From an optimization exercise on the open Yosys and OpenROAD flow, aimed at small area; shortcuts taken in it are not production practice. At most, simulation tests tie the RTL to the original design; equivalence was not proved. Power figures rest on the tool's default switching activity, not on a simulated workload.

==> run a: inputs <==
==> flow/design.v <==
`timescale 1ns/1ps
`default_nettype none
package rv_pkg;
   localparam int XLEN       = 32;
   localparam int REG_COUNT  = 32;
   localparam int IMEM_WORDS = 64;
   typedef logic [XLEN-1:0]               word_t;
   typedef logic [$clog2(REG_COUNT)-1:0]  reg_idx_t;
   typedef logic [$clog2(IMEM_WORDS)-1:0] imem_addr_t;
   typedef logic [6:0]                    opcode_t;
   localparam opcode_t OPC_OP     = 7'b0110011;
   localparam opcode_t OPC_OP_IMM = 7'b0010011;
   localparam opcode_t OPC_LUI    = 7'b0110111;
   localparam opcode_t OPC_AUIPC  = 7'b0010111;
   localparam opcode_t OPC_JAL    = 7'b1101111;
   localparam opcode_t OPC_BRANCH = 7'b1100011;
   typedef enum logic [4:0] {
      OP_ADD, OP_SUB, OP_AND, OP_OR, OP_XOR,
      OP_SLL, OP_SRL, OP_SRA, OP_SLT, OP_SLTU,
      OP_ADDI, OP_ANDI, OP_ORI, OP_XORI,
      OP_SLLI, OP_SRLI, OP_SRAI, OP_SLTI, OP_SLTIU,
      OP_LUI, OP_AUIPC, OP_JAL,
      OP_BEQ, OP_BNE, OP_BLT, OP_BGE, OP_BLTU, OP_BGEU,
      OP_ILLEGAL
   } alu_op_e;
   typedef enum logic [1:0] {
      IDLE,
      ACK,
      WAIT_DROP
   } readout_state_e;
endpackage
`default_nettype wire
`timescale 1ns/1ps
`default_nettype none
module instr_fetch (
   input  logic        clk,
   input  logic        arst_n,
   input  logic        run,
   input  logic [1:0]  ph,
   input  logic        load_req,
   input  logic [5:0]  load_addr,
   input  logic [31:0] load_data,
   output logic        load_ack,
   input  logic [5:0]  fetch_addr,
   input  logic        fetch_win,
   output logic [31:0] instr
);
   logic [15:0][31:0] q0, q1, q2, q3;    
   logic [5:0]        wb_addr;
   logic              wb_v;              
   logic              load_accept;
   logic              clr_en;
   logic [5:0]        clr_addr;
   logic              clr_a, clr_b;
   logic              set_a, set_b;
   logic [15:0]       ring_clr, ring_set;
   logic [15:0]       fsel;
   logic [31:0]       head;
   logic              capture;
   assign load_accept = load_req & ~load_ack & ~run;
   always_ff @(posedge clk or negedge arst_n) begin
      if (!arst_n) begin
         load_ack <= 1'b0;
      end else begin
         load_ack <= load_req & (load_ack | ~run);
      end
   end
   assign clr_addr = load_accept ? load_addr : wb_addr;
   assign clr_en   = load_accept | wb_v;
   assign clr_a    = clr_en & (clr_addr[1:0] == ph);
   assign clr_b    = clr_en & (clr_addr[1:0] == ph + 2'd2);
   always_ff @(posedge clk) begin
      if (load_accept) begin
         wb_addr <= load_addr;
      end
      wb_v  <= load_accept & ~clr_a & ~clr_b;
      set_a <= clr_a;
      set_b <= clr_b;
   end
   always_comb begin
      for (int r = 0; r < 16; r++) begin
         ring_clr[r] = (clr_addr[5:2] == 4'(r));
         ring_set[r] = (wb_addr[5:2] == 4'(r));
      end
   end
   always_ff @(posedge clk) begin
      for (int r = 0; r < 16; r++) begin
         q1[r] <= ~(q0[r] | {32{clr_a & ring_clr[r]}});
         q2[r] <= ~(q1[r] | ({32{set_a & ring_set[r]}} & instr));
         q3[r] <= ~(q2[r] | {32{clr_b & ring_clr[r]}});
         q0[r] <= ~(q3[r] | ({32{set_b & ring_set[r]}} & instr));
      end
   end
   always_comb begin
      for (int r = 0; r < 16; r++) fsel[r] = (fetch_addr[5:2] == 4'(r));
      head = '0;
      for (int r = 0; r < 16; r++) head = head | ({32{fsel[r]}} & q3[r]);
   end
   assign capture = fetch_win & (fetch_addr[1:0] == ph + 2'd1);
   always_ff @(posedge clk) begin
      if (load_accept) begin
         instr <= load_data;
      end else if (capture) begin
         instr <= head;
      end
   end
endmodule
`default_nettype wire
`timescale 1ns/1ps
`default_nettype none
module rv_decoder (
   input  logic [31:0] instr,
   output logic        is_op,
   output logic        is_opimm,
   output logic        is_lui,
   output logic        is_auipc,
   output logic        is_jal,
   output logic        is_br,
   output logic [31:0] imm,
   output logic        wr_en,
   output logic        halt
);
   logic [6:0] opcode;
   logic [2:0] f3;
   logic       b30;
   logic       writes;
   assign opcode = instr[6:0];
   assign f3     = instr[14:12];
   assign b30    = instr[30];
   assign is_op    = (opcode == 7'b0110011);
   assign is_opimm = (opcode == 7'b0010011);
   assign is_lui   = (opcode == 7'b0110111);
   assign is_auipc = (opcode == 7'b0010111);
   assign is_jal   = (opcode == 7'b1101111);
   assign is_br    = (opcode == 7'b1100011);
   always_comb begin
      if (is_opimm)
         imm = {{21{instr[31]}}, instr[30:20]};
      else if (is_br)
         imm = {{20{instr[31]}}, instr[7], instr[30:25], instr[11:8], 1'b0};
      else if (is_jal)
         imm = {{12{instr[31]}}, instr[19:12], instr[20], instr[30:21], 1'b0};
      else
         imm = {instr[31:12], 12'b0};
   end
   assign writes = (is_op & (~b30 | f3 == 3'b000 | f3 == 3'b101))
                 | (is_opimm & ~(b30 & f3 == 3'b001))
                 | is_lui | is_auipc | is_jal;
   assign wr_en  = writes & (instr[11:7] != 5'd0);
   assign halt = is_jal & (instr[31:12] == 20'd0);
endmodule
`default_nettype wire
`timescale 1ns/1ps
`default_nettype none
module rv_alu (
   input  logic [31:0] a,
   input  logic [31:0] b,
   input  logic        sub,
   input  logic        alu_sel,    
   input  logic [2:0]  f3,
   input  logic        arith,
   output logic [31:0] result,
   output logic [31:0] sum,
   output logic        cond
);
   logic        cout;
   logic        lt_u, lt_s, eq;
   logic        left;
   logic [31:0] sh_in, sh_out, shifted;
   logic [31:0] a_rev, sh_rev;
   logic [63:0] sh_ext;
   assign {cout, sum} = {1'b0, a} + {1'b0, b ^ {32{sub}}} + {32'b0, sub};
   assign lt_u = ~cout;
   assign lt_s = (a[31] ^ b[31]) ? a[31] : lt_u;
   assign eq   = (sum == 32'd0);
   always_comb begin
      case (f3)
         3'b000:  cond = eq;
         3'b001:  cond = ~eq;
         3'b100:  cond = lt_s;
         3'b101:  cond = ~lt_s;
         3'b110:  cond = lt_u;
         3'b111:  cond = ~lt_u;
         default: cond = 1'b0;
      endcase
   end
   assign left   = ~f3[2];
   always_comb begin
      for (int i = 0; i < 32; i++) begin
         a_rev[i]  = a[31 - i];
         sh_rev[i] = sh_out[31 - i];
      end
   end
   assign sh_in  = left ? a_rev : a;
   assign sh_ext = {{32{arith & a[31]}}, sh_in};
   assign sh_out = 32'(sh_ext >> b[4:0]);
   assign shifted = left ? sh_rev : sh_out;
   always_comb begin
      if (alu_sel) begin
         case (f3)
            3'b001, 3'b101: result = shifted;
            3'b010:         result = {31'b0, lt_s};
            3'b011:         result = {31'b0, lt_u};
            3'b100:         result = a ^ b;
            3'b110:         result = a | b;
            3'b111:         result = a & b;
            default:        result = sum;
         endcase
      end else begin
         result = sum;
      end
   end
endmodule
`default_nettype wire
`timescale 1ns/1ps
`default_nettype none
module reg_file (
   input  logic        clk,
   input  logic        arst_n,
   input  logic [1:0]  ph,
   input  logic        wr_win,
   input  logic [4:0]  wr_idx,
   input  logic [31:0] wr_data,
   input  logic [4:0]  rd_idx,
   output logic [31:0] rd_val
);
   logic [7:0][31:0]  g0, g1, g2, g3;    
   logic [31:1]       valid;
   logic              clr;
   logic              set;
   logic [7:0]        ring;
   logic [31:0]       vfull;
   logic              rvalid;
   logic [1:0]        stage;
   logic [7:0]        rsel;
   logic [3:0]        ssel;
   logic [31:0]       acc;
   assign clr = wr_win & (wr_idx[1:0] == ph);
   always_ff @(posedge clk) begin
      set <= clr;
   end
   always_comb begin
      for (int q = 0; q < 8; q++) ring[q] = (wr_idx[4:2] == 3'(q));
   end
   always_ff @(posedge clk) begin
      for (int q = 0; q < 8; q++) begin
         g1[q] <= ~(g0[q] | {32{clr & ring[q]}});
         g2[q] <= ~(g1[q] | ({32{set & ring[q]}} & wr_data));
         g3[q] <= g2[q];
         g0[q] <= g3[q];
      end
   end
   always_ff @(posedge clk or negedge arst_n) begin
      if (!arst_n) begin
         valid <= '0;
      end else begin
         for (int r = 1; r < 32; r++) begin
            if (clr && wr_idx == 5'(r)) valid[r] <= 1'b1;
         end
      end
   end
   assign vfull  = {valid, 1'b0};
   assign rvalid = vfull[rd_idx];
   assign stage  = ph - rd_idx[1:0];
   always_comb begin
      for (int q = 0; q < 8; q++) rsel[q] = rvalid & (rd_idx[4:2] == 3'(q));
      for (int k = 0; k < 4; k++) ssel[k] = (stage == 2'(k));
      acc = '0;
      for (int q = 0; q < 8; q++) begin
         acc = acc | ({32{rsel[q] & ssel[0]}} & ~g0[q])
                   | ({32{rsel[q] & ssel[1]}} &  g1[q])
                   | ({32{rsel[q] & ssel[2]}} & ~g2[q])
                   | ({32{rsel[q] & ssel[3]}} & ~g3[q]);
      end
   end
   assign rd_val = acc | (rvalid ? 32'd0 : {27'b0, rd_idx});
endmodule
`default_nettype wire
`timescale 1ns/1ps
`default_nettype none
module rv_core_top (
   input  logic               clk,
   input  logic               arst_n,
   input  logic               run,
   input  logic               load_req,
   input  rv_pkg::imem_addr_t load_addr,
   input  rv_pkg::word_t      load_data,
   output logic               load_ack,
   input  logic               rd_req,
   input  rv_pkg::reg_idx_t   rd_index,
   output logic               rd_ack,
   output rv_pkg::word_t      rd_data,
   output logic               halted
);
   localparam logic [2:0] X0 = 3'd0, X1 = 3'd1, X2 = 3'd2, F0 = 3'd3,
                          F3 = 3'd6, IDLE = 3'd7;
   logic [1:0]  ph;
   logic [2:0]  st;
   logic [31:0] pc;
   logic [31:0] instr;
   logic [31:0] res;
   logic        taken;
   logic [4:0]  rdq;
   logic        wenq;
   logic        hltq;
   logic        rd_cap;
   logic        is_op, is_opimm, is_lui, is_auipc, is_jal, is_br;
   logic [31:0] imm;
   logic        dec_wen, dec_halt;
   logic [4:0]  port_idx;
   logic [31:0] port_val;
   logic        in_x0, in_x1, in_x2;
   logic        fetch_win, wr_win;
   logic [31:0] alu_a, alu_b, alu_res, alu_sum;
   logic        alu_cond, use_imm, use4, sub;
   always_ff @(posedge clk) begin
      ph <= ph + 2'd1;
   end
   assign pc[0] = 1'b0;
   assign in_x0     = (st == X0);
   assign in_x1     = (st == X1);
   assign in_x2     = (st == X2);
   assign fetch_win = (st >= F0) && (st <= F3);
   assign wr_win    = wenq && (st >= X2) && (st <= 3'd5);
   instr_fetch u_fetch (
      .clk        (clk),
      .arst_n     (arst_n),
      .run        (run),
      .ph         (ph),
      .load_req   (load_req),
      .load_addr  (load_addr),
      .load_data  (load_data),
      .load_ack   (load_ack),
      .fetch_addr (pc[7:2]),
      .fetch_win  (fetch_win),
      .instr      (instr)
   );
   rv_decoder u_decoder (
      .instr    (instr),
      .is_op    (is_op),
      .is_opimm (is_opimm),
      .is_lui   (is_lui),
      .is_auipc (is_auipc),
      .is_jal   (is_jal),
      .is_br    (is_br),
      .imm      (imm),
      .wr_en    (dec_wen),
      .halt     (dec_halt)
   );
   always_comb begin
      if (in_x0)      port_idx = is_lui ? 5'd0 : instr[19:15];
      else if (in_x1) port_idx = instr[24:20];
      else            port_idx = rd_index;
   end
   reg_file u_regs (
      .clk     (clk),
      .arst_n  (arst_n),
      .ph      (ph),
      .wr_win  (wr_win),
      .wr_idx  (rdq),
      .wr_data (res),
      .rd_idx  (port_idx),
      .rd_val  (port_val)
   );
   assign use4    = in_x2 ? ~taken : is_jal;
   assign use_imm = in_x2 ? taken : (is_opimm | is_lui | is_auipc);
   assign alu_a   = (in_x2 | is_auipc | is_jal) ? pc : res;
   assign alu_b   = use4 ? 32'd4 : (use_imm ? imm : port_val);
   assign sub     = in_x1 & ((is_op & instr[30] & instr[14:12] == 3'b000)
                           | ((is_op | is_opimm) & instr[14:13] == 2'b01)
                           | is_br);
   rv_alu u_alu (
      .a       (alu_a),
      .b       (alu_b),
      .sub     (sub),
      .alu_sel (is_op | is_opimm),
      .f3      (instr[14:12]),
      .arith   (instr[30]),
      .result  (alu_res),
      .sum     (alu_sum),
      .cond    (alu_cond)
   );
   assign rd_cap = rd_req & ~rd_ack & (st == IDLE);
   always_ff @(posedge clk) begin
      if (in_x0 | rd_cap) begin
         res <= port_val;
      end else if (in_x1) begin
         res <= alu_res;
      end
      if (in_x1) begin
         taken <= is_jal | (is_br & alu_cond);
         rdq   <= instr[11:7];
      end
   end
   always_ff @(posedge clk or negedge arst_n) begin
      if (!arst_n) begin
         st     <= IDLE;
         pc[31:1] <= '0;
         wenq   <= 1'b0;
         hltq   <= 1'b0;
         halted <= 1'b0;
      end else begin
         if (in_x1) begin
            wenq <= dec_wen;
            hltq <= dec_halt;
         end
         if (in_x2) begin
            pc[31:1] <= alu_sum[31:1];
         end
         case (st)
            IDLE: if (run && !halted) st <= F0;
            F3: begin
               if (hltq) begin
                  st     <= IDLE;
                  halted <= 1'b1;
               end else begin
                  st <= X0;
               end
            end
            default: st <= st + 3'd1;
         endcase
      end
   end
   always_ff @(posedge clk or negedge arst_n) begin
      if (!arst_n) begin
         rd_ack <= 1'b0;
      end else begin
         rd_ack <= rd_req;
      end
   end
   assign rd_data = res;
endmodule
`default_nettype wire
==> flow/run.sh <==
#!/bin/bash
# synth_recipe.tcl (not shown) runs the flow's synth.tcl, then flattens the netlist and writes it again
# the make line also repeats each setting of config.mk as NAME=value (left out here)
make -C /OpenROAD-flow-scripts/flow DESIGN_CONFIG=/design/flow/config.mk WORK_HOME=/design/flow/orfs CLKGATE_MAP_FILE= SYNTH_SCRIPT=/design/flow/synth_recipe.tcl finish
==> flow/config.mk <==
export PLATFORM = sky130hd
export DESIGN_NAME = rv_core_top
export DESIGN_NICKNAME = rv_core_top
export VERILOG_FILES = /design/flow/design.v
export SDC_FILE = /design/flow/constraint.sdc
export NUM_CORES = 4
export LEC_CHECK = 0
export CAP_MARGIN = 35
export CELL_PAD_IN_SITES_DETAIL_PLACEMENT = 1
export CELL_PAD_IN_SITES_GLOBAL_PLACEMENT = 2
export CORE_MARGIN = 2
export CORE_UTILIZATION = 50
export CTS_BUF_LIST = sky130_fd_sc_hd__clkbuf_8
export CTS_CLUSTER_DIAMETER = 50
export CTS_CLUSTER_SIZE = 16
export PLACE_DENSITY = 0.6
export SLEW_MARGIN = 20
==> flow/constraint.sdc <==
create_clock -name core_clock -period 13.0 [get_ports {clk}]
set_input_delay 2.6000 -clock core_clock [delete_from_list [all_inputs] [get_ports {clk}]]
set_output_delay 2.6000 -clock core_clock [all_outputs]
set_load 0.01 [all_outputs]
==> run b: changes against run a <==
--- a/flow/config.mk
+++ b/flow/config.mk
@@ -12,5 +12,5 @@
 export CORE_UTILIZATION = 50
-export CTS_BUF_LIST = sky130_fd_sc_hd__clkbuf_8
-export CTS_CLUSTER_DIAMETER = 50
-export CTS_CLUSTER_SIZE = 16
+export CTS_BUF_LIST = sky130_fd_sc_hd__clkbuf_16
+export CTS_CLUSTER_DIAMETER = 60
+export CTS_CLUSTER_SIZE = 24
 export PLACE_DENSITY = 0.6
==> run c: changes against run a <==
--- a/flow/design.v
+++ b/flow/design.v
@@ -47,14 +47,8 @@
 );
-   logic [15:0][31:0] q0, q1, q2, q3;    
+   logic [15:0][31:0] m0, m1, m2, m3;
+   logic [31:0]       wb_data;
    logic [5:0]        wb_addr;
-   logic              wb_v;              
+   logic              wb_v;
    logic              load_accept;
-   logic              clr_en;
-   logic [5:0]        clr_addr;
-   logic              clr_a, clr_b;
-   logic              set_a, set_b;
-   logic [15:0]       ring_clr, ring_set;
-   logic [15:0]       fsel;
-   logic [31:0]       head;
-   logic              capture;
+   logic              ins0, ins2;
    assign load_accept = load_req & ~load_ack & ~run;
@@ -67,19 +61,10 @@
    end
-   assign clr_addr = load_accept ? load_addr : wb_addr;
-   assign clr_en   = load_accept | wb_v;
-   assign clr_a    = clr_en & (clr_addr[1:0] == ph);
-   assign clr_b    = clr_en & (clr_addr[1:0] == ph + 2'd2);
+   assign ins0 = wb_v & (wb_addr[1:0] == ph + 2'd1);
+   assign ins2 = wb_v & (wb_addr[1:0] == ph + 2'd3);
    always_ff @(posedge clk) begin
       if (load_accept) begin
+         wb_data <= load_data;
          wb_addr <= load_addr;
       end
-      wb_v  <= load_accept & ~clr_a & ~clr_b;
-      set_a <= clr_a;
-      set_b <= clr_b;
-   end
-   always_comb begin
-      for (int r = 0; r < 16; r++) begin
-         ring_clr[r] = (clr_addr[5:2] == 4'(r));
-         ring_set[r] = (wb_addr[5:2] == 4'(r));
-      end
+      wb_v <= load_accept | (wb_v & ~ins0 & ~ins2);
    end
@@ -87,19 +72,11 @@
       for (int r = 0; r < 16; r++) begin
-         q1[r] <= ~(q0[r] | {32{clr_a & ring_clr[r]}});
-         q2[r] <= ~(q1[r] | ({32{set_a & ring_set[r]}} & instr));
-         q3[r] <= ~(q2[r] | {32{clr_b & ring_clr[r]}});
-         q0[r] <= ~(q3[r] | ({32{set_b & ring_set[r]}} & instr));
+         m0[r] <= (ins0 && wb_addr[5:2] == 4'(r)) ? wb_data : m3[r];
+         m1[r] <= m0[r];
+         m2[r] <= (ins2 && wb_addr[5:2] == 4'(r)) ? wb_data : m1[r];
+         m3[r] <= m2[r];
       end
    end
-   always_comb begin
-      for (int r = 0; r < 16; r++) fsel[r] = (fetch_addr[5:2] == 4'(r));
-      head = '0;
-      for (int r = 0; r < 16; r++) head = head | ({32{fsel[r]}} & q3[r]);
-   end
-   assign capture = fetch_win & (fetch_addr[1:0] == ph + 2'd1);
    always_ff @(posedge clk) begin
-      if (load_accept) begin
-         instr <= load_data;
-      end else if (capture) begin
-         instr <= head;
+      if (fetch_win && fetch_addr[1:0] == ph + 2'd1) begin
+         instr <= m3[fetch_addr[5:2]];
       end
@@ -226,26 +203,15 @@
 );
-   logic [7:0][31:0]  g0, g1, g2, g3;    
+   logic [7:0][31:0]  g0, g1, g2, g3;
    logic [31:1]       valid;
-   logic              clr;
-   logic              set;
-   logic [7:0]        ring;
-   logic [31:0]       vfull;
-   logic              rvalid;
+   logic              ins;
+   logic [31:0][31:0] flat;
    logic [1:0]        stage;
-   logic [7:0]        rsel;
-   logic [3:0]        ssel;
-   logic [31:0]       acc;
-   assign clr = wr_win & (wr_idx[1:0] == ph);
-   always_ff @(posedge clk) begin
-      set <= clr;
-   end
-   always_comb begin
-      for (int q = 0; q < 8; q++) ring[q] = (wr_idx[4:2] == 3'(q));
-   end
+   logic [31:0]       vfull;
+   assign ins = wr_win & (wr_idx[1:0] == ph + 2'd1);
    always_ff @(posedge clk) begin
       for (int q = 0; q < 8; q++) begin
-         g1[q] <= ~(g0[q] | {32{clr & ring[q]}});
-         g2[q] <= ~(g1[q] | ({32{set & ring[q]}} & wr_data));
+         g0[q] <= (ins && wr_idx[4:2] == 3'(q)) ? wr_data : g3[q];
+         g1[q] <= g0[q];
+         g2[q] <= g1[q];
          g3[q] <= g2[q];
-         g0[q] <= g3[q];
       end
@@ -257,3 +223,3 @@
          for (int r = 1; r < 32; r++) begin
-            if (clr && wr_idx == 5'(r)) valid[r] <= 1'b1;
+            if (ins && wr_idx == 5'(r)) valid[r] <= 1'b1;
          end
@@ -261,17 +227,38 @@
    end
-   assign vfull  = {valid, 1'b0};
-   assign rvalid = vfull[rd_idx];
-   assign stage  = ph - rd_idx[1:0];
    always_comb begin
-      for (int q = 0; q < 8; q++) rsel[q] = rvalid & (rd_idx[4:2] == 3'(q));
-      for (int k = 0; k < 4; k++) ssel[k] = (stage == 2'(k));
-      acc = '0;
       for (int q = 0; q < 8; q++) begin
-         acc = acc | ({32{rsel[q] & ssel[0]}} & ~g0[q])
-                   | ({32{rsel[q] & ssel[1]}} &  g1[q])
-                   | ({32{rsel[q] & ssel[2]}} & ~g2[q])
-                   | ({32{rsel[q] & ssel[3]}} & ~g3[q]);
+         flat[4*q + 0] = g0[q];
+         flat[4*q + 1] = g1[q];
+         flat[4*q + 2] = g2[q];
+         flat[4*q + 3] = g3[q];
+      end
+   end
+   assign stage  = ph - rd_idx[1:0];
+   assign vfull  = {valid, 1'b0};
+   assign rd_val = vfull[rd_idx] ? flat[{rd_idx[4:2], stage}]
+                                                   : {27'b0, rd_idx};
+endmodule
+`default_nettype wire
+`timescale 1ns/1ps
+`default_nettype none
+module reg_readout (
+   input  logic        clk,
+   input  logic        arst_n,
+   input  logic        rd_req,
+   output logic        rd_ack,
+   output logic [31:0] rd_data,
+   input  logic [31:0] peek_data
+);
+   always_ff @(posedge clk or negedge arst_n) begin
+      if (!arst_n) begin
+         rd_ack <= 1'b0;
+      end else begin
+         rd_ack <= rd_req;
+      end
+   end
+   always_ff @(posedge clk) begin
+      if (rd_req && !rd_ack) begin
+         rd_data <= peek_data;
       end
    end
-   assign rd_val = acc | (rvalid ? 32'd0 : {27'b0, rd_idx});
 endmodule
@@ -305,3 +292,2 @@
    logic        hltq;
-   logic        rd_cap;
    logic        is_op, is_opimm, is_lui, is_auipc, is_jal, is_br;
@@ -318,3 +304,2 @@
    end
-   assign pc[0] = 1'b0;
    assign in_x0     = (st == X0);
@@ -382,5 +367,4 @@
    );
-   assign rd_cap = rd_req & ~rd_ack & (st == IDLE);
    always_ff @(posedge clk) begin
-      if (in_x0 | rd_cap) begin
+      if (in_x0) begin
          res <= port_val;
@@ -397,3 +381,3 @@
          st     <= IDLE;
-         pc[31:1] <= '0;
+         pc     <= '0;
          wenq   <= 1'b0;
@@ -407,3 +391,3 @@
          if (in_x2) begin
-            pc[31:1] <= alu_sum[31:1];
+            pc <= alu_sum;
          end
@@ -423,10 +407,10 @@
    end
-   always_ff @(posedge clk or negedge arst_n) begin
-      if (!arst_n) begin
-         rd_ack <= 1'b0;
-      end else begin
-         rd_ack <= rd_req;
-      end
-   end
-   assign rd_data = res;
+   reg_readout u_readout (
+      .clk       (clk),
+      .arst_n    (arst_n),
+      .rd_req    (rd_req),
+      .rd_ack    (rd_ack),
+      .rd_data   (rd_data),
+      .peek_data (port_val)
+   );
 endmodule
--- a/flow/config.mk
+++ b/flow/config.mk
@@ -11,7 +11,4 @@
 export CORE_MARGIN = 2
-export CORE_UTILIZATION = 50
-export CTS_BUF_LIST = sky130_fd_sc_hd__clkbuf_8
-export CTS_CLUSTER_DIAMETER = 50
-export CTS_CLUSTER_SIZE = 16
-export PLACE_DENSITY = 0.6
+export CORE_UTILIZATION = 30
+export PLACE_DENSITY = 0.42
 export SLEW_MARGIN = 20
==> results.txt <==
- Routing usage on met2: 0.643
- Post-DR vias/cell: 6.23
- Power, Total: 28000 µW
- Design area: 109000 µm²
- Final Cycle Share: 0.906
- Slowest stage delay, CP: 0.70 ns
- Largest cells by area after synthesis: dfxtp_1 63%, a21oi_1 7.3%, nor2_1 6.2%, clkbuf_1 2.2%, edfxtp_1 2.1%
- LEAKAGE: 0.0440 µW
- Post-Synth Adder-Cell Area: 0.0131
- Req. time, crit path: 13.77 ns
- Outcome: no timing/DRC/antenna violations
- Crit-path most repeated cell: buf_4
- Core Region: 197000 µm²
- CTS clock-pin slew for the worst setup and hold paths: 0.10 ns
- Post-synthesis xor/xnor area fraction: 0.00567
the above is filed under run a

==> results.txt <==
- Post-Synth Adder-Cell Area: 0.0123
- LEAKAGE: 0.0507 µW
- Crit-path most repeated cell: xnor2_1
- Routing usage on met2: 0.350
- Power, Total: 21400 µW
- Req. time, crit path: 13.67 ns
- CTS clock-pin slew for the worst setup and hold paths: 0.06 ns
- Largest cells by area after synthesis: dfxtp_1 59%, mux2_2 14%, mux4_2 9.4%, edfxtp_1 4.0%, dfrtp_1 1.6%
- Outcome: no timing/DRC/antenna violations
- Core Region: 349000 µm²
- Post-DR vias/cell: 4.73
- Antenna violations before repair: 21
- Slowest stage delay, CP: 0.76 ns
- Setup CP Type: primary input to flop
the above is filed under run c

==> results.txt <==
- Post-Synth Adder-Cell Area: 0.0131
- CTS clock-pin slew for the worst setup and hold paths: 0.10 ns
- Slowest stage delay, CP: 0.69 ns
- Final Cycle Share: 0.914
- Req. time, crit path: 13.58 ns
- Post-DR vias/cell: 6.25
- LEAKAGE: 0.0442 µW
- Routing usage on met2: 0.646
- Outcome: no timing/DRC/antenna violations
- Design area: 110000 µm²
the above is filed under run b

The RTL of run a and run b was laid out without a check of its function.

## afterwards: timing with drivers on the ports
The results above use ideal ports. As a check the final layouts listed here were re-extracted and re-timed, cells and wires unchanged.
Step 1: set_driving_cell puts a clkbuf_16 on clk and a buf_2 on each other input, an assumption about the parent block.
Step 2 also shifts input and output timing later by t, the mid clock arrival at the registers, as if the neighbouring blocks saw the same clock.
Slacks: no drivers / after step 1 / after step 2; pairs: no drivers / after step 1.
run	t, ns	setup WS [ns]	pins driven straight from the clock port
run a	1.129	1.221 / 1.287 / 0.158	1
run b	0.935	1.122 / 1.191 / 0.256	1
run c	1.004	1.131 / 1.204 / 0.200	1
After both steps setup and hold are still met in every run listed. The setup slack of run a, which loses most, moves by +0.066 ns with the drivers and by -1.063 ns with both steps.
